This is an optimization exercise on Yosys and OpenROAD, whose aim is small area, a short achievable clock period and few clock cycles per item, not a production implementation. Where RTL was checked, it was by simulation tests only, not by an equivalence proof against the original. Function not checked in runs 1 to 5: the RTL went through the layout flow alone. Power is estimated from default activity; no workload was simulated.

$ cat flow/run.sh
#!/bin/bash
# synth_recipe.tcl (not shown) runs the flow's synth.tcl, then flattens the netlist and writes it again
# the make line also repeats each setting of config.mk as NAME=value (left out here)
make -C /OpenROAD-flow-scripts/flow DESIGN_CONFIG=/design/flow/config.mk WORK_HOME=/design/flow/orfs CLKGATE_MAP_FILE= SYNTH_SCRIPT=/design/flow/synth_recipe.tcl finish
$ cat flow/config.mk
export PLATFORM = sky130hd
export DESIGN_NAME = stepper_position_pulser
export DESIGN_NICKNAME = stepper_position_pulser
export VERILOG_FILES = /design/flow/design.v
export SDC_FILE = /design/flow/constraint.sdc
export NUM_CORES = 4
export LEC_CHECK = 0
export CAP_MARGIN = 20
export CORE_MARGIN = 2
export CORE_UTILIZATION = 40
export SLEW_MARGIN = 20
$ cat flow/constraint.sdc
create_clock -name core_clock -period 8.0 [get_ports {i_clk}]
set_input_delay 1.6000 -clock core_clock [delete_from_list [all_inputs] [get_ports {i_clk}]]
set_output_delay 1.6000 -clock core_clock [all_outputs]
set_load 0.01 [all_outputs]
$ cat flow/design.v
package spp_pkg;
    localparam logic [1:0] KIND_TICK = 2'd0;
    localparam logic [1:0] KIND_MOVE = 2'd1;
    localparam logic [1:0] KIND_HOME = 2'd2;
    localparam logic [1:0] MODE_IDLE   = 2'd0;
    localparam logic [1:0] MODE_SETTLE = 2'd1;
    localparam logic [1:0] MODE_STEP   = 2'd2;
    localparam logic [1:0] MODE_HOME   = 2'd3;
    localparam logic [2:0] CFG_FULL_TRAVEL   = 3'd0;
    localparam logic [2:0] CFG_STEP_PERIOD   = 3'd1;
    localparam logic [2:0] CFG_HOMING_PERIOD = 3'd2;
    localparam logic [2:0] CFG_HOMING_EXTRA  = 3'd3;
    localparam logic [2:0] CFG_SETTLE        = 3'd4;
    localparam logic [15:0] RST_FULL_TRAVEL   = 16'd2000;
    localparam logic [18:0] RST_STEP_HALF     = 19'd500;
    localparam logic [18:0] RST_HOMING_HALF   = 19'd2500;
    localparam logic [15:0] RST_HOMING_EXTRA  = 16'd500;
    localparam logic [15:0] RST_SETTLE        = 16'd1000;
    localparam logic [14:0] PERCENT_FULL_Q8 = 15'd25600;
endpackage
module stepper_position_pulser (
    input  logic               i_clk,
    input  logic               i_rst_n,
    input  logic               push,
    output logic               full,
    input  logic [1:0]         i_kind,
    input  logic signed [15:0] i_target_percent,
    input  logic               pop,
    output logic               empty,
    output logic               o_step_level,
    output logic               o_direction_level,
    output logic [15:0]        o_position_steps,
    output logic               o_busy_res,
    output logic               o_command_ignored,
    input  logic               i_cfg_valid,
    output logic               o_cfg_ready,
    input  logic [2:0]         i_cfg_index,
    input  logic [19:0]        i_cfg_data
);
    logic [15:0] c_travel, c_extra, c_settle;
    logic [18:0] c_shalf, c_hhalf;    
    assign o_cfg_ready = 1'b1;
    always_ff @(posedge i_clk) begin
        if (!i_rst_n) begin
            c_travel <= spp_pkg::RST_FULL_TRAVEL;
            c_shalf  <= spp_pkg::RST_STEP_HALF;
            c_hhalf  <= spp_pkg::RST_HOMING_HALF;
            c_extra  <= spp_pkg::RST_HOMING_EXTRA;
            c_settle <= spp_pkg::RST_SETTLE;
        end else if (i_cfg_valid) begin
            case (i_cfg_index)
                spp_pkg::CFG_FULL_TRAVEL:   c_travel <= i_cfg_data[15:0];
                spp_pkg::CFG_STEP_PERIOD:   c_shalf  <= i_cfg_data[19:1];
                spp_pkg::CFG_HOMING_PERIOD: c_hhalf  <= i_cfg_data[19:1];
                spp_pkg::CFG_HOMING_EXTRA:  c_extra  <= i_cfg_data[15:0];
                spp_pkg::CFG_SETTLE:        c_settle <= i_cfg_data[15:0];
                default: ;   
            endcase
        end
    end
    logic [18:0] hs, hh;
    assign hs = {c_shalf[18:1], c_shalf[0] | (c_shalf[18:1] == 18'd0)};
    assign hh = {c_hhalf[18:1], c_hhalf[0] | (c_hhalf[18:1] == 18'd0)};
    logic        a_v, b_v;
    logic [1:0]  a_kind, b_kind;
    logic [15:0] a_pct, b_pct;
    logic        acc, take;
    assign full = b_v;
    assign acc  = push && !b_v;
    always_ff @(posedge i_clk) begin
        if (!i_rst_n) begin
            a_v <= 1'b0;
            b_v <= 1'b0;
        end else if (take) begin
            if (b_v) b_v <= 1'b0;
            else     a_v <= acc;
        end else if (!a_v) begin
            a_v <= acc;
        end else if (acc) begin
            b_v <= 1'b1;
        end
    end
    always_ff @(posedge i_clk) begin
        if (take && b_v) begin
            a_kind <= b_kind;
            a_pct  <= b_pct;
        end else if (acc && (take || !a_v)) begin
            a_kind <= i_kind;
            a_pct  <= i_target_percent;
        end
        if (acc && a_v && !take) begin
            b_kind <= i_kind;
            b_pct  <= i_target_percent;
        end
    end
    logic [15:0] pos;
    logic        dir, pulse;
    logic [1:0]  mode;
    logic [16:0] left;
    logic [18:0] timer;
    logic        ign, rv;
    logic        calc;
    logic [4:0]  cc;
    logic [15:0] n_pos;
    logic        n_dir, n_pulse;
    logic [1:0]  n_mode;
    logic [16:0] n_left;
    logic [18:0] n_timer;
    logic        n_ign, n_rv, n_calc;
    logic [4:0]  n_cc;
    logic        idle, res_free, start, exec;
    logic        ph_mul, ph_div, ph_sub, ph_apply;
    logic [14:0] pc;
    logic [15:0] add_a, gq;
    logic [16:0] add_b, sum;
    logic        mbit;
    logic        tev, lone, lzero;
    logic [18:0] tdec, reload;
    logic [16:0] ldec;
    logic [15:0] pos_step;
    logic        total_zero;
    logic [4:0]  dv_r;
    logic [3:0]  dv_q;
    assign idle     = (mode == spp_pkg::MODE_IDLE);
    assign res_free = !rv || pop;
    assign start    = !calc && a_v && (a_kind == spp_pkg::KIND_MOVE) && idle;
    assign ph_mul   = calc && (cc < 5'd15);
    assign ph_div   = calc && (cc >= 5'd15) && (cc < 5'd19);
    assign ph_sub   = calc && (cc == 5'd19);
    assign ph_apply = calc && (cc == 5'd20);
    assign exec     = a_v && res_free &&
                      !((a_kind == spp_pkg::KIND_MOVE) && idle && !ph_apply);
    assign take     = exec;
    always_comb begin
        if (a_pct[15])                                pc = '0;
        else if (a_pct[14:0] > spp_pkg::PERCENT_FULL_Q8) pc = spp_pkg::PERCENT_FULL_Q8;
        else                                          pc = a_pct[14:0];
    end
    assign gq    = {left[10:0], timer[14:10]};    
    assign mbit  = calc ? timer[0] : (a_kind[1] | pc[0]);
    assign add_a = calc ? (ph_sub ? gq : left[15:0]) : (a_kind[1] ? c_extra : 16'd0);
    assign add_b = ph_sub ? {1'b1, ~pos} : {1'b0, c_travel & {16{mbit}}};
    assign sum   = {1'b0, add_a} + add_b + {16'd0, ph_sub};
    always_comb begin
        logic [5:0] t;
        dv_r = left[15:11];
        for (int i = 3; i >= 0; i--) begin
            t       = {dv_r, left[7 + i]};
            dv_q[i] = (t >= 6'd25);
            dv_r    = dv_q[i] ? 5'(t - 6'd25) : t[4:0];
        end
    end
    assign tev        = (timer == 19'd1);
    assign lzero      = (left[16:1] == 16'd0);
    assign lone       = lzero && left[0];
    assign tdec       = timer - 19'd1;
    assign ldec       = left - 17'd1;
    assign reload     = (mode == spp_pkg::MODE_HOME) ? hh : hs;
    assign pos_step   = dir ? pos + 16'd1 : pos - 16'd1;
    assign total_zero = (c_travel == 16'd0) && (c_extra == 16'd0);
    always_comb begin
        n_pos   = pos;
        n_dir   = dir;
        n_pulse = pulse;
        n_mode  = mode;
        n_left  = left;
        n_timer = timer;
        n_ign   = ign;
        n_rv    = rv && !pop;
        n_calc  = calc;
        n_cc    = cc;
        if (start) begin
            n_left[15:0]  = sum[16:1];
            n_timer[14:0] = {sum[0], pc[14:1]};
            n_calc        = 1'b1;
            n_cc          = 5'd1;
        end else if (ph_mul) begin
            n_left[15:0]  = sum[16:1];
            n_timer[14:0] = {sum[0], timer[14:1]};
            n_cc          = cc + 5'd1;
        end else if (ph_div) begin
            {n_left[15:0], n_timer[14:10]} = {dv_r, left[6:0], timer[14:10], dv_q};
            n_cc          = cc + 5'd1;
        end else if (ph_sub) begin
            n_left        = sum;              
            n_cc          = cc + 5'd1;
        end
        if (exec) begin
            n_rv  = 1'b1;
            n_ign = 1'b0;
            unique case (a_kind)
                spp_pkg::KIND_TICK: begin
                    if (!idle) begin
                        n_timer = tev ? reload : tdec;
                        if (tev) begin
                            if (mode == spp_pkg::MODE_SETTLE) begin
                                n_mode  = spp_pkg::MODE_STEP;
                                n_pulse = 1'b1;
                            end else if (pulse) begin
                                n_pulse = 1'b0;
                            end else begin
                                if (mode == spp_pkg::MODE_STEP) n_pos = pos_step;
                                n_left = ldec;
                                if (lone) begin
                                    if (mode == spp_pkg::MODE_HOME) n_pos = '0;
                                    n_mode = spp_pkg::MODE_IDLE;
                                end else begin
                                    n_pulse = 1'b1;
                                end
                            end
                        end
                    end
                end
                spp_pkg::KIND_MOVE: begin
                    if (!idle) begin
                        n_ign = 1'b1;
                    end else begin
                        n_calc = 1'b0;
                        if (!(lzero && !left[0])) begin
                            n_dir  = !left[16];
                            n_left = left[16] ? ~ldec : left;
                            if (c_settle == 16'd0) begin
                                n_mode  = spp_pkg::MODE_STEP;
                                n_pulse = 1'b1;
                                n_timer = hs;
                            end else begin
                                n_mode  = spp_pkg::MODE_SETTLE;
                                n_pulse = 1'b0;
                                n_timer = {3'd0, c_settle};
                            end
                        end
                    end
                end
                spp_pkg::KIND_HOME: begin
                    if (!idle) begin
                        n_ign = 1'b1;
                    end else begin
                        n_dir = 1'b0;
                        if (total_zero) begin
                            n_pos = '0;
                        end else begin
                            n_left  = sum;            
                            n_mode  = spp_pkg::MODE_HOME;
                            n_pulse = 1'b1;
                            n_timer = hh;
                        end
                    end
                end
                default: ;   
            endcase
        end
    end
    always_ff @(posedge i_clk) begin
        if (!i_rst_n) begin
            pos   <= '0;
            dir   <= 1'b0;
            pulse <= 1'b0;
            mode  <= spp_pkg::MODE_IDLE;
            rv    <= 1'b0;
            calc  <= 1'b0;
        end else begin
            pos   <= n_pos;
            dir   <= n_dir;
            pulse <= n_pulse;
            mode  <= n_mode;
            rv    <= n_rv;
            calc  <= n_calc;
        end
    end
    always_ff @(posedge i_clk) begin
        left  <= n_left;
        timer <= n_timer;
        ign   <= n_ign;
        cc    <= n_cc;
    end
    assign empty             = !rv;
    assign o_step_level      = pulse;
    assign o_direction_level = dir;
    assign o_position_steps  = pos;
    assign o_busy_res        = !idle;
    assign o_command_ignored = ign;
endmodule
==> flow_metrics.tcl, run 1 <==
set metrics [dict create \
    hold_buffers 0 \
    relSlewSlack_pct 24.3 \
    power_density_nw_per_um2 280 \
    dieArea_sq_um 32700 \
    synth_xor_xnor_area_share_pct 4.00 \
    synth_commonest_cells "nand2_1 (371), a21oi_1 (164), nor2_1 (133)" \
    synth_top_area_share_pct 21.0 \
    synth_most_common_cell "nand2_1" \
    multiInputGateArea_sq_um 7580 \
    syn2layout_area_growth_pct 12.2 \
    avgSynthCellArea_sq_um 7.48 \
    synth_area_leaders "dfxtp_1 (21%), edfxtp_1 (14%), nand2_1 (11%)" \
    p_int_mw 2.23 \
    grt_max_degree 72 \
    synth_top_family_by_area "simple AND/OR/NAND/NOR gates" \
    synth_cell_types 81 \
    holdPathStages 2 \
    synth_seq_cells 188 \
    viasPerCell 5.91 \
    holdCritPathClass "reg -> reg" \
    async_reset_ff_share_pct 0 \
    worstSetupPathType "reg -> reg" \
    reg2reg_to "left[11]" \
    hold_viol_final 0 \
    cap_viol_max_count 0 \
    crit_required_ns 8.19 \
    leakage_nw 5.09 \
    antenna_found_initial 1 \
    fp.dieW_microns 181 \
    row_count 64 \
    r2r_start "left[10]" \
    io_buffer_count 67 \
    hpwl_microns 30200 \
    hp-start "c_settle[10]" \
    setup_viol 0 \
    ant_nets 0 \
    final_util_pct 45.7 \
    swShare_pct 43.4 \
    pwr-share-seq_pct 33.3 \
    worst_slew_pin_slew_ns 1.13 \
    slew_viol_final 0 \
    critPathCaptureType "register" \
    clockPowerShare_pct 22.3 \
    numCtsBuffers 17 \
    finalCriticalPeriod_ns 6.65 \
    ys_seq_area_share_pct 34.7 \
    fillers 3077 \
    drt_iter0_drc 1246 \
    drive_gt1_share_pct 5.77 \
    hold-path-endpoint "c_settle[10]" \
    ys.flop_type "dfxtp_1" \
    ir_worst_vdd_mv 0.134 \
    io_pins 69 \
    grt_use_total_pct 24.9 \
    cts_tree "yes" \
    first_pass_iters 8 \
    nNetsFinal 1764 \
    synth.area.mux_share_pct 2.83 \
    start_util_pct 40.7 \
    rr_worst_depth 22 \
    period_share_pct 83.1 \
    synth_cells 1669 \
    synth_warnings 1 \
    synthesis.nets 1766 \
    drc_errors 0 \
    grt_pass1_vias 11500 \
    cts_resized 0 \
    cts_setup_buffers 0 \
    overflow 0 \
    r2r_slack_ns 1.35 \
    die_y_microns 181 \
    synth_edf_count 57 \
    status "no timing/DRC/antenna violations" \
    comb_power_share_pct 44.4 \
    yosys.area_share.simple_pct 25.7 \
    wl_microns 41600 \
    cts.clk_slew.worst_paths_ns 0.08 \
    insertedDiodeCount 0 \
    rsz0062_at_grt "false" \
    vias 12300 \
    synth_compound_area_share_pct 22.6 \
    synthAdderAreaFrac_pct 5.29 \
    crit_arrival_ns 6.84 \
    yosysTopAreaCell "dfxtp_1" \
    wl_per_cell_microns 20.1 \
    htreeDepth 4 \
    grt_pass1_wl_microns 64900 \
    crit_fanout 10 \
    cts_buffer_depth 2 \
    netlist_area_sq_um 12500 \
    setup-tns-final_ns 0 \
    clock.fmax_mhz 150 \
    start_kind "register" \
    core_area_sq_um 30700 \
    clkLatencyLatePin_ns 0.45 \
    seq_area_sq_um 4330 \
    finClkSkew_ns 0.0129 \
    gp_congestion 0.892 \
    p_sw_mw 1.71 \
    cts-root-buf "clkbuf_16" \
    clock-sinks 188 \
]
-- stage by stage --
step                      total power [mW]  setup slack (ns)  instance area (sq um)  cells  hold WS [ns]
after detailed placement              3.03              1.47                  13400   2044         0.461
after global placement                3.00              1.73                  13400   2044         0.452
final                                 3.93              1.35                  14000   2076         0.478
after CTS                             3.91              1.42                  14000   2076         0.475
after floorplan                       2.60              2.18                  12500   1669         0.436
after global routing                  4.19             0.862                  14000   2076         0.495
-- layer usage --
layer  track usage, %  wire [microns]  share of wire (%)
met3             3.04            2470                5.9
met2             40.8           19400                 47
met1             33.3           18100                 43
met4             9.81            1650                4.0
met5                0               0                  0
-- placed cells by master, fill, tap and decap left out, types with 6 or more instances in the layout --
cell and n:
nand2_1 371, a21oi_1 164, nor2_1 132, dfxtp_1 131, o21ai_0 104, nand3_1 69
clkdlybuf4s50_1 67, edfxtp_1 57, inv_1 50, ha_1 48, xnor2_1 43, a31oi_1 41
nor4_1 28, nor3_1 28, o22ai_1 24, mux2_2 22, buf_4 18, nor2b_1 17
clkbuf_16 17, a221oi_1 16, a211oi_1 14, xor2_1 14, o211ai_1 13, a22oi_1 13
nand2b_1 10, mux2i_1 9, o21a_1 9, and3_1 8, nand4_1 8, a21o_1 7
and2_1 7, and4_1 6
-- sequential cells by signal, indices dropped and copies added, names as in the netlist, 2 cells and up --
name      count
a_kind        2
a_pct        16
b_kind        2
b_pct        16
c_extra      16
c_hhalf      19
c_settle     16
c_shalf      19
c_travel     16
cc            5
left         17
mode          2
pos          16
timer        19
-- cells by family after synthesis --
group | count (synthesis)
adder cells (fa/ha/maj) | 51
buffers and inverters | 158
XOR/XNOR | 57
other | 1
multiplexers | 32
AND/OR/NAND/NOR | 721
flip-flops | 188
AO/OA/AOI/OAI | 461
-- power groups by stage --
| stage | Combinational (mW) | Clock (mW) | Sequential (mW) |
|---|---|---|---|
| floorplan | 1.41 | 0 | 1.20 |
| global placement | 1.68 | 0 | 1.32 |
| detailed placement | 1.71 | 0 | 1.32 |
| CTS | 1.72 | 0.890 | 1.30 |
| global route | 1.93 | 0.931 | 1.32 |
| finish | 1.75 | 0.876 | 1.31 |
-- worst max-delay path: stages, from the launching register on --
cell      delay, ns
edfxtp_1       0.53
inv_1          0.22
ha_1           0.26
or3b_1         0.41
a31oi_2        0.34
xnor2_1        0.19
ha_1           0.23
inv_1          0.11
nor3_1         0.07
o311ai_0       0.51
nor2_1         0.19
xnor2_1        0.39
ha_1           0.29
or4b_4         0.49
a31o_4         0.29
xnor2_1        0.27
ha_1           0.27
inv_1          0.06
or4b_4         0.52
a41oi_2        0.29
xnor2_1        0.12
a211oi_2       0.23
o31ai_1        0.10
-- worst max path at each step --
stage,depth (start not counted),startpoint,end,slack [ns]
4_1_cts,22,left[10],left[11],1.42
6_report,22,left[10],left[11],1.35
2_1_floorplan,23,left[10],left[11],2.18
3_3_place_gp,22,left[10],left[11],1.73
5_1_grt,22,left[10],left[11],0.86
3_5_place_dp,22,left[10],left[11],1.47
-- final cells by class --
class	count	share of cell area [%]
clock buffer	17	3.03
multi-input combinational	1323	54.1
timing repair buffer	85	5.75
tap	396	3.53
clock inverter	15	1.29
inverter	52	1.39
sequential	188	30.9
==> inputs of run 2 (changes only) <==
--- a/flow/design.v
+++ b/flow/design.v
@@ -65,5 +65,5 @@
     logic [1:0]  a_kind, b_kind;
     logic [15:0] a_pct, b_pct;
-    logic        acc, take;
+    logic        acc, take, start;
     assign full = b_v;
     assign acc  = push && !b_v;
@@ -88,4 +88,6 @@
             a_kind <= i_kind;
             a_pct  <= i_target_percent;
+        end else if (start) begin
+            a_pct  <= {1'b0, pc};            
         end
         if (acc && a_v && !take) begin
@@ -102,4 +104,5 @@
     logic        calc;
     logic [4:0]  cc;
+    logic        fbit;
     logic [15:0] n_pos;
     logic        n_dir, n_pulse;
@@ -109,10 +112,12 @@
     logic        n_ign, n_rv, n_calc;
     logic [4:0]  n_cc;
-    logic        idle, res_free, start, exec;
-    logic        ph_mul, ph_div, ph_sub, ph_apply;
+    logic        idle, res_free, exec;
+    logic        ph_step, ph_sub, ph_apply;
     logic [14:0] pc;
-    logic [15:0] add_a, gq;
-    logic [16:0] add_b, sum;
-    logic        mbit;
+    logic [15:0] add_a, add_b;
+    logic [16:0] sum;
+    logic [6:0]  th;
+    logic [1:0]  qd;
+    logic [4:0]  rh;
     logic        tev, lone, lzero;
     logic [18:0] tdec, reload;
@@ -120,34 +125,36 @@
     logic [15:0] pos_step;
     logic        total_zero;
-    logic [4:0]  dv_r;
-    logic [3:0]  dv_q;
     assign idle     = (mode == spp_pkg::MODE_IDLE);
     assign res_free = !rv || pop;
     assign start    = !calc && a_v && (a_kind == spp_pkg::KIND_MOVE) && idle;
-    assign ph_mul   = calc && (cc < 5'd15);
-    assign ph_div   = calc && (cc >= 5'd15) && (cc < 5'd19);
-    assign ph_sub   = calc && (cc == 5'd19);
-    assign ph_apply = calc && (cc == 5'd20);
+    assign ph_step  = calc && !cc[4];
+    assign ph_sub   = calc && (cc == 5'd16);
+    assign ph_apply = calc && (cc == 5'd17);
     assign exec     = a_v && res_free &&
                       !((a_kind == spp_pkg::KIND_MOVE) && idle && !ph_apply);
     assign take     = exec;
     always_comb begin
-        if (a_pct[15])                                pc = '0;
+        if (a_pct[15])                                   pc = '0;
         else if (a_pct[14:0] > spp_pkg::PERCENT_FULL_Q8) pc = spp_pkg::PERCENT_FULL_Q8;
-        else                                          pc = a_pct[14:0];
-    end
-    assign gq    = {left[10:0], timer[14:10]};    
-    assign mbit  = calc ? timer[0] : (a_kind[1] | pc[0]);
-    assign add_a = calc ? (ph_sub ? gq : left[15:0]) : (a_kind[1] ? c_extra : 16'd0);
-    assign add_b = ph_sub ? {1'b1, ~pos} : {1'b0, c_travel & {16{mbit}}};
-    assign sum   = {1'b0, add_a} + add_b + {16'd0, ph_sub};
-    always_comb begin
-        logic [5:0] t;
-        dv_r = left[15:11];
-        for (int i = 3; i >= 0; i--) begin
-            t       = {dv_r, left[7 + i]};
-            dv_q[i] = (t >= 6'd25);
-            dv_r    = dv_q[i] ? 5'(t - 6'd25) : t[4:0];
-        end
+        else                                             pc = a_pct[14:0];
+    end
+    always_comb begin
+        if (ph_step) begin
+            add_a = {timer[14:0], 1'b0};
+            add_b = {1'b0, a_pct[14:0] & {15{fbit}}};
+        end else if (ph_sub) begin
+            add_a = left[15:0];             
+            add_b = pos;
+        end else begin
+            add_a = c_extra;
+            add_b = c_travel;
+        end
+    end
+    assign sum = {ph_sub, add_a} + {1'b0, add_b} + {16'd0, ph_sub};
+    assign th = sum[16:10];
+    always_comb begin
+        if (th >= 7'd50)      begin qd = 2'd2; rh = 5'(th - 7'd50); end
+        else if (th >= 7'd25) begin qd = 2'd1; rh = 5'(th - 7'd25); end
+        else                  begin qd = 2'd0; rh = th[4:0];        end
     end
     assign tev        = (timer == 19'd1);
@@ -171,14 +178,11 @@
         n_cc    = cc;
         if (start) begin
-            n_left[15:0]  = sum[16:1];
-            n_timer[14:0] = {sum[0], pc[14:1]};
+            n_left[15:0]  = 16'hFFFF;         
+            n_timer[14:0] = 15'd0;            
             n_calc        = 1'b1;
-            n_cc          = 5'd1;
-        end else if (ph_mul) begin
-            n_left[15:0]  = sum[16:1];
-            n_timer[14:0] = {sum[0], timer[14:1]};
-            n_cc          = cc + 5'd1;
-        end else if (ph_div) begin
-            {n_left[15:0], n_timer[14:10]} = {dv_r, left[6:0], timer[14:10], dv_q};
+            n_cc          = 5'd0;
+        end else if (ph_step) begin
+            n_left[15:0]  = {(qd[1] ? ldec[14:0] : left[14:0]), ~qd[0]};
+            n_timer[14:0] = {rh, sum[9:0]};
             n_cc          = cc + 5'd1;
         end else if (ph_sub) begin
@@ -218,5 +222,5 @@
                         n_calc = 1'b0;
                         if (!(lzero && !left[0])) begin
-                            n_dir  = !left[16];
+                            n_dir  = left[16];
                             n_left = left[16] ? ~ldec : left;
                             if (c_settle == 16'd0) begin
@@ -269,4 +273,7 @@
     end
     always_ff @(posedge i_clk) begin
+        fbit <= c_travel[start ? 4'd15 : 4'(~(cc[3:0] + 4'd1))];
+    end
+    always_ff @(posedge i_clk) begin
         left  <= n_left;
         timer <= n_timer;
--- a/flow/config.mk
+++ b/flow/config.mk
@@ -9,3 +9,4 @@
 export CORE_MARGIN = 2
 export CORE_UTILIZATION = 40
+export SETUP_SLACK_MARGIN = 5
 export SLEW_MARGIN = 20
==> run 2 against run 1 <==
  * Still clean
  * Highest routed layer unchanged
  * Die area rose by 0.38%
  * Clock skew is 0.0035 ns higher
  * Register-to-register slack improved by 2.1 ns
  * Count of clock-buffer cells in the layout did not move
  * First-iteration DRC count up 42%
  * Largest cell class unchanged
  * Sequential share of layout area down 3.1 points
  * Maximum frequency increased by 46%
  * Critical endpoint is now left[0]
==> flow_metrics.tcl, run 2 <==
set metrics [dict create \
    finalCriticalPeriod_ns 4.55 \
    met3WireLength_microns 4070 \
    avgSynthCellArea_sq_um 7.65 \
    clkLatencyLatePin_ns 0.47 \
    wl_per_cell_microns 22.2 \
    setup_viol 0 \
    drt_iter0_drc 1774 \
    layout_common_cells "nand2_1 (272), nor2_1 (171), a21oi_1 (155)" \
    cap_viol_max_count 0 \
    grt_max_degree 63 \
    power_density_nw_per_um2 223 \
    yosysTopAreaCell "dfxtp_1" \
    synth_top_area_share_pct 21.1 \
    synth_area_leaders "dfxtp_1 (21%), edfxtp_1 (14%), nand2_1 (8.2%)" \
    crit_fanout 14 \
    fillers 2975 \
    core_area_sq_um 30700 \
    syn2layout_area_growth_pct 26.2 \
    ys.flop_type "dfxtp_1" \
    hold_viol_final 0 \
    synth_cell_types 84 \
    first_pass_iters 7 \
    final_cells 2130 \
    status "no timing/DRC/antenna violations" \
    met2_length_microns 20500 \
    start_util_pct 40.8 \
    nNetsFinal 1816 \
    placed_area_sq_um 13600 \
    worstSetupPathType "reg -> reg" \
    grt_pass1_vias 12000 \
    period_share_pct 56.9 \
    cts-root-buf "clkbuf_16" \
    vias 13200 \
    ant_nets 0 \
    insertedDiodeCount 0 \
    reg_top3 "c_hhalf x19, c_shalf x19, timer x19" \
    route.top_layer_used "met4" \
    start_kind "register" \
    mostFrequentLayoutCell "nand2_1" \
    synth_commonest_cells "nand2_1 (275), nor2_1 (186), a21oi_1 (160)" \
    fp.dieW_microns 181 \
    row_count 64 \
    wl_met1_microns 20700 \
    rsz0062_at_grt "true" \
    rr_worst_depth 18 \
    final_util_pct 51.5 \
    hpwl_microns 32200 \
    leakage_nw 6.15 \
    die_y_microns 181 \
    finClkSkew_ns 0.0164 \
    drc_errors 0 \
    wl_microns 47300 \
    viasPerCell 6.21 \
    critPathCaptureType "register" \
    relSlewSlack_pct 36.1 \
    worst_slew_pin_slew_ns 0.959 \
    clock-sinks 189 \
    holdPathStages 2 \
    cts.clk_slew.worst_paths_ns 0.09 \
    synth_warnings 1 \
    synth_cells 1640 \
    grt_use_total_pct 27.8 \
    cts_buffer_depth 2 \
    io_buffer_count 67 \
    overflow 0 \
    clock.fmax_mhz 220 \
    io_pins 69 \
    slew_viol_final 0 \
    crit_required_ns 8.19 \
    netlist_area_sq_um 12500 \
    htreeDepth 4 \
    ir_worst_vdd_mv 0.245 \
    holdCritPathClass "reg -> reg" \
    ys_seq_area_share_pct 34.7 \
    numCtsBuffers 17 \
    synthesis.nets 1735 \
    dieArea_sq_um 32800 \
    antenna_found_initial 0 \
    async_reset_ff_share_pct 0 \
    synth_edf_count 57 \
    synth_seq_cells 189 \
    gp_congestion 0.944 \
    cts_tree "yes" \
    grt_pass1_wl_microns 70900 \
    synth_most_common_cell "nand2_1" \
    crit_arrival_ns 4.74 \
    fin_area_sq_um 15800 \
    drive_gt1_share_pct 17.9 \
    dp.cells 2006 \
    setup-tns-final_ns 0 \
]
-- run 2: layer usage --
layer | vias to the layer above | GRT usage (%)
li1 | 6131 | -
met1 | 6242 | 39.2
met2 | 708 | 41.7
met3 | 139 | 5.26
met4 | 0 | 11.8
met5 | - | 0
-- run 2: power breakdown --
part / switching, mW / internal [mW] / leakage [nW]
registers: 0.223 / 1.12 / 1.65
logic: 0.735 / 0.548 / 4.21
clock network: 0.454 / 0.451 / 0.298
total: 1.41 / 2.12 / 6.15
-- run 2: timing repair --
item / in CTS / in global routing
setup buffers: 56 / 31
resized for setup: 133 / 76
cloned: 3 / 2
hold buffers: 0 / 0
pin swaps: 44 / 44
setup endpoints to repair: 148 / 123
-- run 2: area by class of cell --
type / instances / area [sq um] / share of cell area, %
multi-input cells: 1307 / 8520 / 53.8
flip-flops and latches: 189 / 4400 / 27.8
inverters: 35 / 151 / 0.957
clock inverters: 15 / 196 / 1.24
repair buffers: 171 / 1640 / 10.4
well taps: 396 / 495 / 3.13
clock buffers: 17 / 425 / 2.69
-- run 2: logic make-up (layout without fill, tap and decap cells) --
group           Yosys count  after routing  share of synthesized area [%]
compound gates          448            449                           23.2
xor+xnor                 60             60                           4.34
fa+ha+maj                49             49                           5.07
buf+inv                 147            238                           4.60
flops                   189            189                           34.7
mux                      20             20                           1.75
other cells               1              1                         0.0299
simple gates            726            728                           26.3
-- run 2: stage by stage --
step / power, mW / worst slack, ns / hold slack, ns
CTS: 3.37 / 3.53 / 0.465
floorplan: 2.04 / 3.66 / 0.436
detailed placement: 2.36 / 2.42 / 0.454
finish: 3.53 / 3.45 / 0.466
global placement: 2.35 / 2.51 / 0.448
global route: 3.68 / 3.36 / 0.487
-- run 2: worst max-delay path: stages, from the launching register on --
cell	delay, ns
dfxtp_4	0.36
and4bb_2	0.28
nand2_8	0.12
buf_4	0.21
nor2_1	0.06
nor3_1	0.58
ha_4	0.29
o21a_1	0.15
nor2_2	0.08
or4_4	0.54
and3b_2	0.25
nor2_4	0.13
inv_2	0.08
ha_4	0.17
a21boi_4	0.14
a211oi_4	0.35
o21ai_2	0.13
a221oi_1	0.28
a31oi_1	0.06
-- run 2: final timing paths --
path / slack (ns) / to / start
max: 3.45 / left[0] / cc[2]
min reg2reg: 0.47 / c_shalf[0] / c_shalf[0]
min: 0.47 / c_shalf[0] / c_shalf[0]
max reg2reg: 3.45 / left[0] / cc[2]
==> inputs of run 3 (changes only) <==
--- a/flow/config.mk
+++ b/flow/config.mk
@@ -9,4 +9,3 @@
 export CORE_MARGIN = 2
 export CORE_UTILIZATION = 40
-export SETUP_SLACK_MARGIN = 5
 export SLEW_MARGIN = 20
==> run 3 against run 2 <==
  * Sequential power hardly changed
  * Cell count shrank 4.0%
  * Area after synthesis is the same
  * Sequential share of layout area is 3.3 points higher
  * Flip-flop and latch count did not move
  * Die area stayed put
  * Routed wire length fell by 4.0%
  * Critical path depth rose by 3
  * Critical endpoint unchanged
  * Highest routed layer unchanged
==> flow_metrics.tcl, run 3 <==
set metrics [dict create \
    drive_gt1_share_pct 5.52 \
    io_pins 69 \
    hold_viol_final 0 \
    drc_errors 0 \
    drt_iter0_drc 1627 \
    start_kind "register" \
    ys_seq_area_share_pct 34.7 \
    io_buffer_count 67 \
    power_density_nw_per_um2 229 \
    viasPerCell 6.24 \
    cts.clk_slew.worst_paths_ns 0.09 \
    grt_pass1_wl_microns 69400 \
    finalCriticalPeriod_ns 6.04 \
    synth_warnings 1 \
    vias 12800 \
    crit_path_max_incr_delay_ns 0.59 \
    mostFrequentLayoutCell "nand2_1" \
    cts_resized 0 \
    dieArea_sq_um 32800 \
    insertedDiodeCount 0 \
    synth_top_family_by_area "simple AND/OR/NAND/NOR gates" \
    slowest_stage "dfxtp_1" \
    cts_tree "yes" \
    worstSetupEndpoint "left[0]" \
    gp_congestion 0.960 \
    worst_slew_pin_slew_ns 1.04 \
    multiInputGateArea_sq_um 7630 \
    synth_most_common_cell "nand2_1" \
    reg2reg_to "left[0]" \
    synth.area.mux_share_pct 1.75 \
    clockPowerShare_pct 26.4 \
    holdCritPathClass "reg -> reg" \
    synth_xor_xnor_area_share_pct 4.34 \
    cap_viol_max_count 0 \
    ir_worst_vdd_mv 0.165 \
    synthAdderAreaFrac_pct 5.07 \
    worstSetupPathType "reg -> reg" \
    crit_required_ns 8.18 \
    wl_per_cell_microns 22.2 \
    relSlewSlack_pct 30.3 \
    whs_ns 0.466 \
    layout_common_cells "nand2_1 (274), nor2_1 (186), a21oi_1 (159)" \
    hold_buffers 0 \
    worst_slack_ns 1.96 \
    place_ws_ns 2.14 \
    clock.fmax_mhz 166 \
    status "no timing/DRC/antenna violations" \
    clock-sinks 189 \
    pwr-share-seq_pct 42.2 \
    fillers 3159 \
    cts_buffer_depth 2 \
    p_sw_mw 1.29 \
    ant_nets 0 \
    numCtsBuffers 17 \
    hpwl_microns 33000 \
    slew_viol_final 0 \
    synth_seq_cells 189 \
    synth_compound_area_share_pct 23.2 \
    cts-root-buf "clkbuf_16" \
    wl_microns 45400 \
    htreeDepth 4 \
    p_int_mw 1.91 \
    synth_edf_count 57 \
    setup-tns-final_ns 0 \
    seq_area_sq_um 4350 \
    crit_fanout 45 \
    row_count 64 \
    first_pass_iters 7 \
    grt_pass1_vias 11600 \
    setup_viol 0 \
    synth_cell_types 84 \
    grt_max_degree 63 \
    r2r_slack_ns 1.96 \
    core_area_sq_um 30700 \
    cts_setup_buffers 0 \
    swShare_pct 40.2 \
    synth_top_area_share_pct 21.1 \
    period_share_pct 75.5 \
    ys.flop_type "dfxtp_1" \
    start_util_pct 40.8 \
    synthesis.nets 1735 \
    clkLatencyLatePin_ns 0.46 \
    yosysTopAreaCell "dfxtp_1" \
    overflow 0 \
    crit_arrival_ns 6.22 \
    synth_area_leaders "dfxtp_1 (21%), edfxtp_1 (14%), nand2_1 (8.2%)" \
    leakage_nw 5.16 \
    netlist_area_sq_um 12500 \
    crit_chain "inv_1 > ha_1 > nand2_2 > buf_4 > nand3_1 > o21ai_0 > fa_1 > fa_1 > a211oi_1 > o211a_1 > or4_1 > a21boi_0 > nor2_1 > inv_1 > ha_1 > nand3_1 > a31oi_2 > buf_4 > o21ai_0 > a221oi_1 > a31oi_1" \
    synth_commonest_cells "nand2_1 (275), nor2_1 (186), a21oi_1 (160)" \
    r2r_start "cc[0]" \
    synth_cells 1640 \
    async_reset_ff_share_pct 0 \
    nNetsFinal 1731 \
    yosys.area_share.simple_pct 26.3 \
    grt_use_total_pct 27.2 \
    fp.dieW_microns 181 \
    syn2layout_area_growth_pct 11.7 \
    critPathCaptureType "register" \
    die_y_microns 181 \
    finClkSkew_ns 0.0176 \
    rsz0062_at_grt "false" \
    comb_power_share_pct 31.4 \
    rr_worst_depth 21 \
    reg_top3 "c_hhalf x19, c_shalf x19, timer x19" \
    crit_start "cc[0]" \
    antenna_found_initial 0 \
    avgSynthCellArea_sq_um 7.65 \
]
## run 3: cell families after synthesis
| group | Yosys count |
|---|---|
| AND/OR/NAND/NOR | 726 |
| buffers and inverters | 147 |
| other | 1 |
| AO/OA/AOI/OAI | 448 |
| multiplexers | 20 |
| XOR/XNOR | 60 |
| flip-flops | 189 |
| adder cells (fa/ha/maj) | 49 |
## run 3: worst min-delay path by stage
stage	from	to	slack, ns	cells past startpoint
after floorplan	c_shalf[0]	c_shalf[0]	0.44	2
after global placement	c_shalf[0]	c_shalf[0]	0.45	2
after detailed placement	c_shalf[0]	c_shalf[0]	0.46	2
after CTS	c_shalf[0]	c_shalf[0]	0.47	2
after global routing	c_shalf[0]	c_shalf[0]	0.48	2
final	c_shalf[0]	c_shalf[0]	0.47	2
## run 3: layout make-up
type,count,area share (%)
inverter,35,0.938
sequential,189,31.1
tap,396,3.54
clock inverter,15,0.947
timing repair buffer,89,5.97
clock buffer,17,3.04
multi-input combinational,1304,54.5
## run 3: worst max-delay path: cells and delay by family (launching register included)
kind / cells / cell delay (ns)
AOI/OAI and AO/OA: 8 / 1.91
and+or+nand+nor: 5 / 1.22
buffers and inverters: 4 / 1.00
adders and majority gates: 4 / 0.99
DFF: 1 / 0.59
## run 3: power by group through the flow
stage,Sequential (mW),Combinational [mW],Clock (mW)
after floorplan,1.21,0.780,0
after global placement,1.36,0.967,0
after detailed placement,1.36,0.972,0
after CTS,1.34,0.981,0.852
after global routing,1.36,1.10,0.886
final,1.35,1.01,0.845
## run 3: through the flow
step	cells	utilization, %	total power [mW]	area, sq um
floorplan	1640	-	1.98	12500
global placement	2013	43.7	2.32	13400
detailed placement	2013	43.7	2.33	13400
CTS	2045	45.6	3.17	14000
global route	2045	45.6	3.34	14000
finish	2045	45.6	3.20	14000
## run 3: per-layer routing
metal	share of wire (%)	wire length [microns]	vias to the layer above	track usage, %
met5	0	0	-	0
met4	3.4	1560	0	11.1
met3	8.2	3710	95	4.72
met2	44	19800	658	40.9
met1	45	20300	6049	38.7
li1	-	-	5953	-
==> inputs of run 4 (changes only) <==
--- a/flow/design.v
+++ b/flow/design.v
@@ -102,6 +102,7 @@
     logic [18:0] timer;
     logic        ign, rv;
-    logic        calc;
-    logic [4:0]  cc;
+    logic        calc;             
+    logic        ph_step, ph_sub, ph_apply;
+    logic [3:0]  cc;
     logic        fbit;
     logic [15:0] n_pos;
@@ -111,7 +112,7 @@
     logic [18:0] n_timer;
     logic        n_ign, n_rv, n_calc;
-    logic [4:0]  n_cc;
+    logic        n_step, n_sub, n_apply;
+    logic [3:0]  n_cc;
     logic        idle, res_free, exec;
-    logic        ph_step, ph_sub, ph_apply;
     logic [14:0] pc;
     logic [15:0] add_a, add_b;
@@ -128,7 +129,4 @@
     assign res_free = !rv || pop;
     assign start    = !calc && a_v && (a_kind == spp_pkg::KIND_MOVE) && idle;
-    assign ph_step  = calc && !cc[4];
-    assign ph_sub   = calc && (cc == 5'd16);
-    assign ph_apply = calc && (cc == 5'd17);
     assign exec     = a_v && res_free &&
                       !((a_kind == spp_pkg::KIND_MOVE) && idle && !ph_apply);
@@ -151,5 +149,7 @@
         end
     end
-    assign sum = {ph_sub, add_a} + {1'b0, add_b} + {16'd0, ph_sub};
+    logic [17:0] sum_c;
+    assign sum_c = {ph_sub, add_a, 1'b1} + {1'b0, add_b, ph_sub};
+    assign sum   = sum_c[17:1];
     assign th = sum[16:10];
     always_comb begin
@@ -176,17 +176,25 @@
         n_rv    = rv && !pop;
         n_calc  = calc;
-        n_cc    = cc;
+        n_step  = ph_step;
+        n_sub   = ph_sub;
+        n_apply = ph_apply;
+        n_cc    = cc + 4'd1;
         if (start) begin
             n_left[15:0]  = 16'hFFFF;         
             n_timer[14:0] = 15'd0;            
             n_calc        = 1'b1;
-            n_cc          = 5'd0;
+            n_step        = 1'b1;
+            n_cc          = 4'd0;
         end else if (ph_step) begin
             n_left[15:0]  = {(qd[1] ? ldec[14:0] : left[14:0]), ~qd[0]};
             n_timer[14:0] = {rh, sum[9:0]};
-            n_cc          = cc + 5'd1;
+            if (cc == 4'd15) begin
+                n_step = 1'b0;
+                n_sub  = 1'b1;
+            end
         end else if (ph_sub) begin
             n_left        = sum;              
-            n_cc          = cc + 5'd1;
+            n_sub         = 1'b0;
+            n_apply       = 1'b1;
         end
         if (exec) begin
@@ -220,5 +228,6 @@
                         n_ign = 1'b1;
                     end else begin
-                        n_calc = 1'b0;
+                        n_calc  = 1'b0;
+                        n_apply = 1'b0;
                         if (!(lzero && !left[0])) begin
                             n_dir  = left[16];
@@ -263,5 +272,11 @@
             rv    <= 1'b0;
             calc  <= 1'b0;
+            ph_step  <= 1'b0;
+            ph_sub   <= 1'b0;
+            ph_apply <= 1'b0;
         end else begin
+            ph_step  <= n_step;
+            ph_sub   <= n_sub;
+            ph_apply <= n_apply;
             pos   <= n_pos;
             dir   <= n_dir;
@@ -273,5 +288,5 @@
     end
     always_ff @(posedge i_clk) begin
-        fbit <= c_travel[start ? 4'd15 : 4'(~(cc[3:0] + 4'd1))];
+        fbit <= c_travel[start ? 4'd15 : ~(cc + 4'd1)];
     end
     always_ff @(posedge i_clk) begin
--- a/flow/config.mk
+++ b/flow/config.mk
@@ -6,6 +6,8 @@
 export NUM_CORES = 4
 export LEC_CHECK = 0
+export ABC_AREA = 1
 export CAP_MARGIN = 20
 export CORE_MARGIN = 2
 export CORE_UTILIZATION = 40
+export SETUP_SLACK_MARGIN = 5
 export SLEW_MARGIN = 20
==> run 4 against run 3 <==
  * Cell area up 17%
  * First-iteration DRC count rose by 6.3%
  * Synthesized cell count increased by 13%
  * Combinational power increased by 85%
  * Clock power increased by 5.4%
  * Sequential power down 3%
  * Worst hold slack improved by 0.015 ns
  * Global-route usage rose by 2.0 points
  * Power increased by 27%
  * Sequential share of layout area is 4.0 points lower
  * Die area is 1.8% higher
  * Critical endpoint is now left[5]
==> flow_metrics.tcl, run 4 <==
set metrics [dict create \
    crit_required_ns 8.20 \
    worst_slack_ns 4.29 \
    mostFrequentLayoutCell "nand2_1" \
    place_ws_ns 3.25 \
    reg_top3 "c_hhalf x19, c_shalf x19, timer x19" \
    die_y_microns 183 \
    yosysTopAreaCell "dfxtp_1" \
    synthesis.nets 1952 \
    clkLatencyLatePin_ns 0.46 \
    ys.flop_type "dfxtp_1" \
    crit_start "ph_step" \
    cts-root-buf "clkbuf_16" \
    synth_most_common_cell "nand2_1" \
    grt_pass1_vias 12600 \
    worstSetupPathType "reg -> reg" \
    finClkSkew_ns 0.0198 \
    overflow 0 \
    synth_seq_cells 191 \
    cts.clk_slew.worst_paths_ns 0.09 \
    synth_cell_types 59 \
    setup_viol 0 \
    relSlewSlack_pct 38.0 \
    leakage_nw 6.77 \
    drive_gt1_share_pct 18.8 \
    fillers 2971 \
    io_buffer_count 67 \
    drt_iter0_drc 1729 \
    numCtsBuffers 17 \
    layout_common_cells "nand2_1 (323), o21ai_0 (194), inv_1 (187)" \
    core_area_sq_um 31500 \
    clock.fmax_mhz 269 \
    critPathCaptureType "register" \
    viasPerCell 5.98 \
    dieArea_sq_um 33400 \
    clock-sinks 191 \
    synth_edf_count 57 \
    grt_pass1_wl_microns 74600 \
    grt_max_degree 95 \
    wl_microns 50200 \
    setup-tns-final_ns 0 \
    antenna_found_initial 0 \
    ir_worst_vdd_mv 0.188 \
    start_kind "register" \
    synth_commonest_cells "nand2_1 (361), o21ai_0 (233), inv_1 (209)" \
    r2r_start "ph_step" \
    cts_tree "yes" \
    nNetsFinal 2058 \
    power_density_nw_per_um2 248 \
    rsz0062_at_grt "true" \
    worst_slew_pin_slew_ns 0.928 \
    placed_area_sq_um 13800 \
    cts_buffer_depth 2 \
    final_cells 2382 \
    worstSetupEndpoint "left[5]" \
    io_pins 69 \
    async_reset_ff_share_pct 0 \
    fin_area_sq_um 16400 \
    hpwl_microns 34300 \
    wl_per_cell_microns 21.1 \
    rr_worst_depth 25 \
    seq_area_sq_um 4440 \
    syn2layout_area_growth_pct 28.2 \
    hold_buffers 0 \
    netlist_area_sq_um 12800 \
    finalCriticalPeriod_ns 3.71 \
    drc_errors 0 \
    htreeDepth 4 \
    start_util_pct 40.6 \
    row_count 65 \
    synth_area_leaders "dfxtp_1 (21%), edfxtp_1 (13%), nand2_1 (11%)" \
    slew_viol_final 0 \
    gp_congestion 0.949 \
    holdCritPathClass "reg -> reg" \
    reg2reg_to "left[5]" \
    synth_warnings 1 \
    ys_seq_area_share_pct 34.4 \
    dp.cells 2260 \
    synth_top_area_share_pct 21.0 \
    fp.dieW_microns 183 \
    vias 14200 \
    hold_viol_final 0 \
    ant_nets 0 \
    cap_viol_max_count 0 \
    grt_use_total_pct 29.2 \
    avgSynthCellArea_sq_um 6.87 \
    crit_arrival_ns 3.91 \
    first_pass_iters 8 \
    multiInputGateArea_sq_um 8320 \
    synth_cells 1860 \
    r2r_slack_ns 4.29 \
    period_share_pct 46.4 \
    crit_fanout 8 \
    status "no timing/DRC/antenna violations" \
]
## run 4: cell types whose count changed in the layout (fill, tap and decap cells not counted), sizes merged, moves of 23 or more
cell	before	now
buf	22	85
inv	39	215
o211ai	21	46
clkdlybuf4s50	67	44
nand2	275	374
o21ai	68	247
## run 4: cell type report
cell class                      instances  area share [%]
Timing Repair Buffer                  155            9.52
Sequential cell                       191            27.1
Tap cell                              402            3.07
Timing Repair inverter                  7           0.313
Multi-Input combinational cell       1377            50.8
Clock buffer                           17            2.60
Clock inverter                         15            1.05
Inverter                              217            5.54
Antenna cell                            1          0.0153
## run 4: power breakdown
part           internal (mW)  switching (mW)
Sequential              1.15           0.162
Combinational          0.687            1.18
Clock                  0.447           0.443
Total                   2.28            1.79
## run 4: how the worst min path moves through the flow
stage | from | end | cells after the start
6_report | c_shalf[0] | c_shalf[0] | 2
5_1_grt | c_shalf[0] | c_shalf[0] | 2
4_1_cts | c_settle[11] | c_settle[11] | 2
3_5_place_dp | calc | calc | 2
3_3_place_gp | calc | calc | 2
2_1_floorplan | c_shalf[0] | c_shalf[0] | 2
## run 4: metrics by stage
step	util, %	total power, mW	hold WS [ns]
after global placement	43.9	2.67	0.442
after floorplan	-	2.25	0.429
after global routing	52.0	4.26	0.512
final	52.0	4.07	0.481
after detailed placement	43.9	2.67	0.454
after CTS	49.6	3.80	0.480
## run 4: cell families after synthesis
group / Yosys count / synth area share, %
and+or+nand+nor: 718 / 23.9
AOI/OAI and AO/OA: 567 / 25.2
buffers and inverters: 297 / 9.05
DFF: 191 / 34.4
adders and majority gates: 46 / 4.62
xor gates and xnor gates: 40 / 2.74
other: 1 / 0.0294
## run 4: routing by layer
| layer | wire length (microns) | global-route usage, % | vias to the layer above |
|---|---|---|---|
| met5 | 0 | 0 | - |
| met4 | 2370 | 13.3 | 0 |
| met3 | 4890 | 5.09 | 173 |
| met2 | 21100 | 43.2 | 845 |
| met1 | 21800 | 41.5 | 6609 |
| li1 | - | - | 6618 |
## run 4: timing repair
action	CTS	global route
resized for setup	215	111
endpoints found under the hold margin	0	0
setup endpoints to repair	168	117
buffers inserted	42	29
pin swaps	39	52
cloned	12	6
## run 4: critical path: stages (launching register included)
cell and delay, ns:
dfxtp_4 0.40, clkinvlp_4 0.25, buf_12 0.24, o21ai_2 0.06
a21oi_1 0.07, a21oi_2 0.23, ha_4 0.26, a21oi_2 0.18
nor2_1 0.07, nor2_2 0.12, nand2_4 0.09, a21oi_4 0.18
inv_2 0.06, nand2_4 0.09, nand2_8 0.09, inv_4 0.07
ha_4 0.14, nand2_4 0.05, nand3_4 0.08, nand2_8 0.13
nand2_8 0.17, a21oi_2 0.07, o21ai_2 0.07, nand3_1 0.08
o21ai_1 0.09, nand2_1 0.07
==> inputs of run 5 (changes only) <==
--- a/flow/config.mk
+++ b/flow/config.mk
@@ -10,4 +10,3 @@
 export CORE_MARGIN = 2
 export CORE_UTILIZATION = 40
-export SETUP_SLACK_MARGIN = 5
 export SLEW_MARGIN = 20
==> run 5 against run 4 <==
  * Still clean
  * Global-route usage shrank 1.6 points
  * Count of clock-buffer cells in the layout rose by 2
  * Power is 12% lower
  * Register-to-register slack got worse by 1.3 ns
  * Die area did not move
  * Critical endpoint is now left[11]
  * Largest power group unchanged
==> flow_metrics.tcl, run 5 <==
set metrics [dict create \
    synth_most_common_cell "nand2_1" \
    final_cells 2295 \
    ant_nets 0 \
    setup_viol 0 \
    worst_slew_pin_slew_ns 0.997 \
    cts-root-buf "clkbuf_16" \
    finClkSkew_ns 0.0188 \
    holdCritPathClass "reg -> reg" \
    fillers 3204 \
    slowest_stage "clkinv_2" \
    vias 13300 \
    antenna_found_initial 3 \
    fp.dieW_microns 183 \
    wl_per_cell_microns 20.0 \
    numCtsBuffers 17 \
    clock-sinks 191 \
    io_buffer_count 67 \
    hold_buffers 0 \
    synth_edf_count 57 \
    place_ws_ns 3.33 \
    power_density_nw_per_um2 250 \
    leakage_nw 6.02 \
    crit_arrival_ns 5.24 \
    holdPathStages 2 \
    synth_commonest_cells "nand2_1 (361), o21ai_0 (233), inv_1 (209)" \
    ys.flop_type "dfxtp_1" \
    cts_setup_buffers 0 \
    reg2reg_to "left[11]" \
    crit_path_max_incr_delay_ns 0.71 \
    synth_area_leaders "dfxtp_1 (21%), edfxtp_1 (13%), nand2_1 (11%)" \
    yosysTopAreaCell "dfxtp_1" \
    seq_area_sq_um 4400 \
    viasPerCell 5.81 \
    synth_cells 1860 \
    drc_errors 0 \
    start_util_pct 40.6 \
    crit_required_ns 8.20 \
    crit_start "ph_sub" \
    relSlewSlack_pct 33.3 \
    wl_microns 45800 \
    rsz0062_at_grt "false" \
    slew_viol_final 0 \
    gp_congestion 0.970 \
    met3WireLength_microns 4070 \
    syn2layout_area_growth_pct 12.0 \
    hpwl_microns 34300 \
    worst_slack_ns 2.96 \
    synth_top_area_share_pct 21.0 \
    cap_viol_max_count 0 \
    crit_chain "clkinv_2 > o21ai_0 > a21oi_1 > a21oi_1 > ha_1 > a21oi_1 > nor2_1 > nor2_1 > nand2_1 > a21oi_1 > nand2_1 > nand2_1 > inv_1 > ha_1 > nand2_2 > nand3_1 > nand2_2 > nand2_4 > inv_2 > nand2_1 > nand3_1 > nand3_1 > nor2_1 > a21oi_1" \
    grt_max_degree 94 \
    reg_top3 "c_hhalf x19, c_shalf x19, timer x19" \
    drt_iter0_drc 1548 \
    cts.clk_slew.worst_paths_ns 0.09 \
    wl_met1_microns 20800 \
    netlist_area_sq_um 12800 \
    first_pass_iters 7 \
    grt_use_total_pct 27.6 \
    final_util_pct 45.5 \
    crit_fanout 74 \
    synth_seq_cells 191 \
    multiInputGateArea_sq_um 7230 \
    synth_cell_types 59 \
    setup-tns-final_ns 0 \
    clkLatencyLatePin_ns 0.46 \
    layout_common_cells "nand2_1 (361), o21ai_0 (233), inv_1 (208)" \
    hp-start "calc" \
    dieArea_sq_um 33400 \
    grt_pass1_vias 12300 \
    async_reset_ff_share_pct 0 \
    whs_ns 0.466 \
    ys_seq_area_share_pct 34.4 \
    nNetsFinal 1972 \
    hold-path-endpoint "calc" \
    grt_pass1_wl_microns 71200 \
    avgSynthCellArea_sq_um 6.87 \
    mostFrequentLayoutCell "nand2_1" \
    synth_warnings 1 \
    hold_viol_final 0 \
    htreeDepth 4 \
    period_share_pct 63.0 \
    overflow 0 \
    critPathCaptureType "register" \
    met2_length_microns 19000 \
    r2r_slack_ns 2.96 \
    core_area_sq_um 31500 \
    ir_worst_vdd_mv 0.215 \
    route.top_layer_used "met5" \
    start_kind "register" \
    cts_resized 0 \
    die_y_microns 183 \
    finalCriticalPeriod_ns 5.04 \
    worstSetupPathType "reg -> reg" \
    clock.fmax_mhz 198 \
    r2r_start "ph_sub" \
    status "no timing/DRC/antenna violations" \
    synthesis.nets 1952 \
    cts_buffer_depth 2 \
    cts_tree "yes" \
    critical_path.most_common_cell "a21oi_1" \
    io_pins 69 \
    rr_worst_depth 24 \
    insertedDiodeCount 0 \
    row_count 65 \
    drive_gt1_share_pct 4.60 \
    dp.cells 2263 \
]
run 5: cell count changes in the layout (fill, tap and decap cells not counted), moves of 16 or more:
| cell | delta |
|---|---|
| nor2_1 | +17 |
| o21ai_0 | +39 |
| clkdlybuf4s50_1 | +22 |
| a21oi_2 | -27 |
| ha_1 | +19 |
| a21oi_1 | +35 |
| dlygate4sd2_1 | -20 |
| dfxtp_1 | +20 |
| inv_1 | +21 |
| buf_4 | -54 |
| o21ai_1 | -24 |
| nand2_1 | +38 |
| nand3_1 | +16 |
| nand2_2 | -22 |
run 5: layer usage:
| metal | GRT usage (%) | vias up |
|---|---|---|
| met2 | 40.0 | 626 |
| met4 | 12.7 | 4 |
| li1 | - | 6412 |
| met3 | 5.85 | 117 |
| met1 | 39.2 | 6185 |
| met5 | 0 | - |
run 5: area by class of cell:
class / instances / area share, %
clock buffers: 19 / 3.10
multi-input cells: 1372 / 50.5
clock inverters: 13 / 1.02
well taps: 402 / 3.52
repair buffers: 81 / 5.39
inverters: 217 / 5.72
flip-flops and latches: 191 / 30.7
run 5: cells by family (layout without fill, tap and decap cells):
group                      count (synthesis)  in the layout  synth area share (%)
AOI/OAI and AO/OA                        567            567                  25.2
xor gates and xnor gates                  40             40                  2.74
adders and majority gates                 46             46                  4.62
buffers and inverters                    297            330                  9.05
DFF                                      191            191                  34.4
other                                      1              1                0.0294
and+or+nand+nor                          718            718                  23.9
run 5: stage by stage:
stage	power (mW)	cell area, sq um
after detailed placement	2.66	13700
final	3.57	14300
after global placement	2.65	13700
after floorplan	2.22	12800
after global routing	3.78	14300
after CTS	3.54	14300
run 5: worst max-delay path, delay by kind of cell, from the launching register on:
kind | cells | cell delay, ns
AO/OA/AOI/OAI | 6 | 1.36
flip-flops | 1 | 0.35
adder cells (fa/ha/maj) | 2 | 0.60
buffers and inverters | 3 | 1.11
AND/OR/NAND/NOR | 13 | 1.32
run 5: worst max-delay path by stage:
stage / endpoint / slack [ns] / cells after the start
6_report: left[11] / 2.96 / 24
5_1_grt: timer[14] / 2.52 / 26
4_1_cts: left[11] / 3.29 / 24
3_5_place_dp: left[12] / 3.33 / 25
3_3_place_gp: left[11] / 3.43 / 24
2_1_floorplan: left[5] / 3.95 / 26
run 5: power breakdown:
part / internal (mW) / total, mW / switching [mW]
Combinational: 0.444 / 1.39 / 0.945
Clock: 0.452 / 0.888 / 0.435
Sequential: 1.15 / 1.30 / 0.150
==> inputs of run 6 (changes only) <==
--- a/flow/design.v
+++ b/flow/design.v
@@ -64,6 +64,11 @@
     logic        a_v, b_v;
     logic [1:0]  a_kind, b_kind;
-    logic [15:0] a_pct, b_pct;
-    logic        acc, take, start;
+    logic [14:0] a_pc, b_pc, in_pc;
+    logic        acc, take;
+    always_comb begin
+        if (i_target_percent[15])                                in_pc = '0;
+        else if (i_target_percent[14:0] > spp_pkg::PERCENT_FULL_Q8) in_pc = spp_pkg::PERCENT_FULL_Q8;
+        else                                                     in_pc = i_target_percent[14:0];
+    end
     assign full = b_v;
     assign acc  = push && !b_v;
@@ -84,14 +89,12 @@
         if (take && b_v) begin
             a_kind <= b_kind;
-            a_pct  <= b_pct;
+            a_pc   <= b_pc;
         end else if (acc && (take || !a_v)) begin
             a_kind <= i_kind;
-            a_pct  <= i_target_percent;
-        end else if (start) begin
-            a_pct  <= {1'b0, pc};            
+            a_pc   <= in_pc;
         end
         if (acc && a_v && !take) begin
             b_kind <= i_kind;
-            b_pct  <= i_target_percent;
+            b_pc   <= in_pc;
         end
     end
@@ -102,6 +105,5 @@
     logic [18:0] timer;
     logic        ign, rv;
-    logic        calc;             
-    logic        ph_step, ph_sub, ph_apply;
+    logic        ph_step, ph_sub, ph_apply;    
     logic [3:0]  cc;
     logic        fbit;
@@ -111,14 +113,13 @@
     logic [16:0] n_left;
     logic [18:0] n_timer;
-    logic        n_ign, n_rv, n_calc;
+    logic        n_ign, n_rv;
     logic        n_step, n_sub, n_apply;
     logic [3:0]  n_cc;
-    logic        idle, res_free, exec;
-    logic [14:0] pc;
+    logic        calc, idle, res_free, start, exec;
     logic [15:0] add_a, add_b;
     logic [16:0] sum;
-    logic [6:0]  th;
+    logic [17:0] sum_c;
     logic [1:0]  qd;
-    logic [4:0]  rh;
+    logic [14:0] rp;
     logic        tev, lone, lzero;
     logic [18:0] tdec, reload;
@@ -126,4 +127,5 @@
     logic [15:0] pos_step;
     logic        total_zero;
+    assign calc     = ph_step || ph_sub || ph_apply;
     assign idle     = (mode == spp_pkg::MODE_IDLE);
     assign res_free = !rv || pop;
@@ -133,29 +135,26 @@
     assign take     = exec;
     always_comb begin
-        if (a_pct[15])                                   pc = '0;
-        else if (a_pct[14:0] > spp_pkg::PERCENT_FULL_Q8) pc = spp_pkg::PERCENT_FULL_Q8;
-        else                                             pc = a_pct[14:0];
+        if (timer[16:10] >= 7'd50)      begin qd = 2'd2; rp[14:10] = 5'(timer[16:10] - 7'd50); end
+        else if (timer[16:10] >= 7'd25) begin qd = 2'd1; rp[14:10] = 5'(timer[16:10] - 7'd25); end
+        else                            begin qd = 2'd0; rp[14:10] = timer[14:10];             end
     end
+    assign rp[9:0] = timer[9:0];
     always_comb begin
         if (ph_step) begin
-            add_a = {timer[14:0], 1'b0};
-            add_b = {1'b0, a_pct[14:0] & {15{fbit}}};
+            add_a = {rp, 1'b0};
+            add_b = {1'b0, a_pc & {15{fbit}}};
         end else if (ph_sub) begin
             add_a = left[15:0];             
             add_b = pos;
-        end else begin
+        end else if (a_kind[1]) begin
             add_a = c_extra;
             add_b = c_travel;
+        end else begin
+            add_a = 16'd0;
+            add_b = {1'b0, a_pc & {15{fbit}}};
         end
     end
-    logic [17:0] sum_c;
     assign sum_c = {ph_sub, add_a, 1'b1} + {1'b0, add_b, ph_sub};
     assign sum   = sum_c[17:1];
-    assign th = sum[16:10];
-    always_comb begin
-        if (th >= 7'd50)      begin qd = 2'd2; rh = 5'(th - 7'd50); end
-        else if (th >= 7'd25) begin qd = 2'd1; rh = 5'(th - 7'd25); end
-        else                  begin qd = 2'd0; rh = th[4:0];        end
-    end
     assign tev        = (timer == 19'd1);
     assign lzero      = (left[16:1] == 16'd0);
@@ -175,18 +174,17 @@
         n_ign   = ign;
         n_rv    = rv && !pop;
-        n_calc  = calc;
         n_step  = ph_step;
         n_sub   = ph_sub;
         n_apply = ph_apply;
-        n_cc    = cc + 4'd1;
+        n_cc    = 4'd15;
         if (start) begin
             n_left[15:0]  = 16'hFFFF;         
-            n_timer[14:0] = 15'd0;            
-            n_calc        = 1'b1;
+            n_timer[16:0] = sum;              
             n_step        = 1'b1;
-            n_cc          = 4'd0;
+            n_cc          = 4'd14;
         end else if (ph_step) begin
             n_left[15:0]  = {(qd[1] ? ldec[14:0] : left[14:0]), ~qd[0]};
-            n_timer[14:0] = {rh, sum[9:0]};
+            n_timer[16:0] = sum;
+            n_cc          = cc - 4'd1;
             if (cc == 4'd15) begin
                 n_step = 1'b0;
@@ -228,5 +226,4 @@
                         n_ign = 1'b1;
                     end else begin
-                        n_calc  = 1'b0;
                         n_apply = 1'b0;
                         if (!(lzero && !left[0])) begin
@@ -266,27 +263,25 @@
     always_ff @(posedge i_clk) begin
         if (!i_rst_n) begin
-            pos   <= '0;
-            dir   <= 1'b0;
-            pulse <= 1'b0;
-            mode  <= spp_pkg::MODE_IDLE;
-            rv    <= 1'b0;
-            calc  <= 1'b0;
+            pos      <= '0;
+            dir      <= 1'b0;
+            pulse    <= 1'b0;
+            mode     <= spp_pkg::MODE_IDLE;
+            rv       <= 1'b0;
             ph_step  <= 1'b0;
             ph_sub   <= 1'b0;
             ph_apply <= 1'b0;
         end else begin
+            pos      <= n_pos;
+            dir      <= n_dir;
+            pulse    <= n_pulse;
+            mode     <= n_mode;
+            rv       <= n_rv;
             ph_step  <= n_step;
             ph_sub   <= n_sub;
             ph_apply <= n_apply;
-            pos   <= n_pos;
-            dir   <= n_dir;
-            pulse <= n_pulse;
-            mode  <= n_mode;
-            rv    <= n_rv;
-            calc  <= n_calc;
         end
     end
     always_ff @(posedge i_clk) begin
-        fbit <= c_travel[start ? 4'd15 : ~(cc + 4'd1)];
+        fbit <= c_travel[n_cc];
     end
     always_ff @(posedge i_clk) begin
--- a/flow/config.mk
+++ b/flow/config.mk
@@ -6,7 +6,7 @@
 export NUM_CORES = 4
 export LEC_CHECK = 0
-export ABC_AREA = 1
 export CAP_MARGIN = 20
 export CORE_MARGIN = 2
 export CORE_UTILIZATION = 40
+export SETUP_SLACK_MARGIN = 5
 export SLEW_MARGIN = 20
==> run 6 against run 5 <==
  * Power down 1.4%
  * Clock skew up 0.011 ns
  * Setup slack better by 1.5 ns
  * Global-route usage about the same
  * First-iteration DRC count up 9.6%
  * Synthesized cell count down 16%
  * Clock power up 2%
  * Critical path type unchanged
  * Critical endpoint is now left[10]
  * Largest power group is now registers
  * Highest routed layer unchanged
==> flow_metrics.tcl, run 6 <==
set metrics [dict create \
    rsz0062_at_grt "true" \
    hold_buffers 0 \
    crit_required_ns 8.20 \
    start_kind "register" \
    clockPowerShare_pct 25.6 \
    mostFrequentLayoutCell "nand2_1" \
    layout_common_cells "nand2_1 (250), a21oi_1 (157), dfxtp_1 (108)" \
    pwr-share-seq_pct 37.4 \
    rr_worst_depth 14 \
    crit_arrival_ns 3.77 \
    swShare_pct 39.1 \
    numCtsBuffers 17 \
    avgSynthCellArea_sq_um 7.89 \
    grt_max_degree 64 \
    cap_viol_max_count 0 \
    synth_warnings 2 \
    ant_nets 0 \
    crit_start "ph_step" \
    fin_area_sq_um 16000 \
    gp_congestion 0.910 \
    worstSetupPathType "reg -> reg" \
    clkLatencyLatePin_ns 0.48 \
    whs_ns 0.469 \
    wl_microns 46900 \
    cts_tree "yes" \
    clock-sinks 188 \
    worst_slew_pin_slew_ns 0.871 \
    synth_cells 1571 \
    synth_seq_cells 188 \
    finalCriticalPeriod_ns 3.57 \
    critical_path.most_common_cell "inv_1" \
    r2r_slack_ns 4.43 \
    slowest_stage "dfxtp_4" \
    r2r_start "ph_step" \
    p_sw_mw 1.38 \
    clock.fmax_mhz 280 \
    synth_edf_count 53 \
    path_depth 14 \
    overflow 0 \
    synth_most_common_cell "nand2_1" \
    setup_viol 0 \
    io_buffer_count 67 \
    path_delay_family "compound AO/OA/AOI/OAI gates" \
    p_int_mw 2.15 \
    cp_num_buf_inv 4 \
    dieArea_sq_um 32400 \
    dp.cells 1939 \
    yosysTopAreaCell "dfxtp_1" \
    worst_slack_ns 4.43 \
    grt_pass1_vias 12000 \
    cts.clk_slew.worst_paths_ns 0.10 \
    vias 12900 \
    io_pins 69 \
    reg_top3 "c_hhalf x19, c_shalf x19, timer x19" \
    crit_chain "buf_12 > inv_1 > nand2_1 > inv_1 > ha_4 > a211oi_4 > o211ai_1 > buf_4 > a21o_1 > a21oi_4 > o21ai_2 > xor2_2 > a221oi_2 > o21ai_1" \
    ys_seq_area_share_pct 34.7 \
    first_pass_iters 7 \
    leakage_nw 6.01 \
    drive_gt1_share_pct 22.9 \
    antenna_found_initial 1 \
    period_share_pct 44.6 \
    relSlewSlack_pct 41.8 \
    hold_viol_final 0 \
    hpwl_microns 31500 \
    grt_use_total_pct 27.7 \
    status "no timing/DRC/antenna violations" \
    synth_top_area_share_pct 21.8 \
    cts-root-buf "clkbuf_16" \
    final_cells 2076 \
    total_power_mw 3.52 \
    place_ws_ns 3.69 \
    final_util_pct 52.4 \
    viasPerCell 6.21 \
    wl_per_cell_microns 22.6 \
    ir_worst_vdd_mv 0.227 \
    core_area_sq_um 30500 \
    async_reset_ff_share_pct 0 \
    fillers 2799 \
    die_y_microns 180 \
    grt_pass1_wl_microns 70000 \
    slew_viol_final 0 \
    start_util_pct 40.6 \
    holdCritPathClass "reg -> reg" \
    crit_path_max_incr_delay_ns 0.50 \
    insertedDiodeCount 0 \
    fp.dieW_microns 180 \
    netlist_area_sq_um 12400 \
    placed_area_sq_um 13400 \
    drt_iter0_drc 1697 \
    critPathCaptureType "register" \
    synth_commonest_cells "nand2_1 (257), a21oi_1 (182), dfxtp_1 (135)" \
    comb_power_share_pct 37.0 \
    drc_errors 0 \
    ys.flop_type "dfxtp_1" \
    nNetsFinal 1761 \
    crit_fanout 63 \
    finClkSkew_ns 0.0297 \
    reg2reg_to "left[10]" \
    htreeDepth 4 \
    synth_area_leaders "dfxtp_1 (22%), edfxtp_1 (13%), nand2_1 (7.8%)" \
    row_count 64 \
    worstSetupEndpoint "left[10]" \
    setup-tns-final_ns 0 \
    power_density_nw_per_um2 220 \
    syn2layout_area_growth_pct 29.1 \
    synthesis.nets 1665 \
    synth_cell_types 74 \
    cts_buffer_depth 2 \
]
==> run 6: cell types whose count changed after synthesis, moves of 37 or more <==
cell,change
o211ai_1,-37
nand2_1,-104
nor2_1,-50
o21ai_0,-153
nand3_1,-54
inv_1,-175
==> run 6: final cells by class <==
cell class | count | area, sq um | area share [%]
repair buffers | 181 | 1670 | 10.4
multi-input cells | 1241 | 8690 | 54.3
well taps | 396 | 495 | 3.10
clock inverters | 12 | 124 | 0.775
clock buffers | 20 | 468 | 2.93
flip-flops and latches | 188 | 4360 | 27.2
inverters | 38 | 191 | 1.20
==> run 6: kinds of logic (layout without fill, tap and decap cells) <==
logic type	after synthesis	count (layout)	synth area share [%]
mux	49	49	4.55
fa+ha+maj	48	48	4.97
other cells	1	1	0.0303
simple gates	607	608	22.7
flops	188	188	34.7
buf+inv	145	251	4.57
compound gates	461	463	23.4
xor+xnor	72	72	5.09
==> run 6: worst min-delay path by stage <==
stage / end / cells past startpoint / start / slack (ns)
2_1_floorplan: c_hhalf[0] / 2 / c_hhalf[0] / 0.44
3_3_place_gp: c_shalf[0] / 2 / c_shalf[0] / 0.45
3_5_place_dp: c_shalf[0] / 2 / c_shalf[0] / 0.46
4_1_cts: c_shalf[0] / 2 / c_shalf[0] / 0.47
5_1_grt: c_extra[12] / 2 / c_extra[12] / 0.51
6_report: c_shalf[0] / 2 / c_shalf[0] / 0.47
==> run 6: timing repair <==
item	4_1_cts	5_1_grt
endpoints found under the setup margin	222	139
buffers inserted	76	26
resized for setup	215	91
gates cloned	3	0
pin swaps	75	78
==> run 6: worst min-delay path, cell delays in order (launching register included) <==
cell	delay (ns)
dfxtp_1	0.31
nand2_1	0.06
a21oi_1	0.06
==> run 6: per-layer routing <==
metal	global-route usage [%]	wire (microns)
met5	0	11
met4	10.9	1560
met3	7.29	4770
met2	41.0	20600
met1	38.3	20000
==> run 6: power by group through the flow <==
stage          Sequential, mW  Clock (mW)  Combinational, mW
2_1_floorplan            1.19           0              0.787
3_3_place_gp             1.33           0              0.938
3_5_place_dp             1.32           0              0.947
4_1_cts                  1.29       0.906               1.15
5_1_grt                  1.32       0.942               1.40
6_report                 1.32       0.903               1.30
Testbench counts of run 6, summed over its fixed seeds: cycles 34,364, items 32,000.
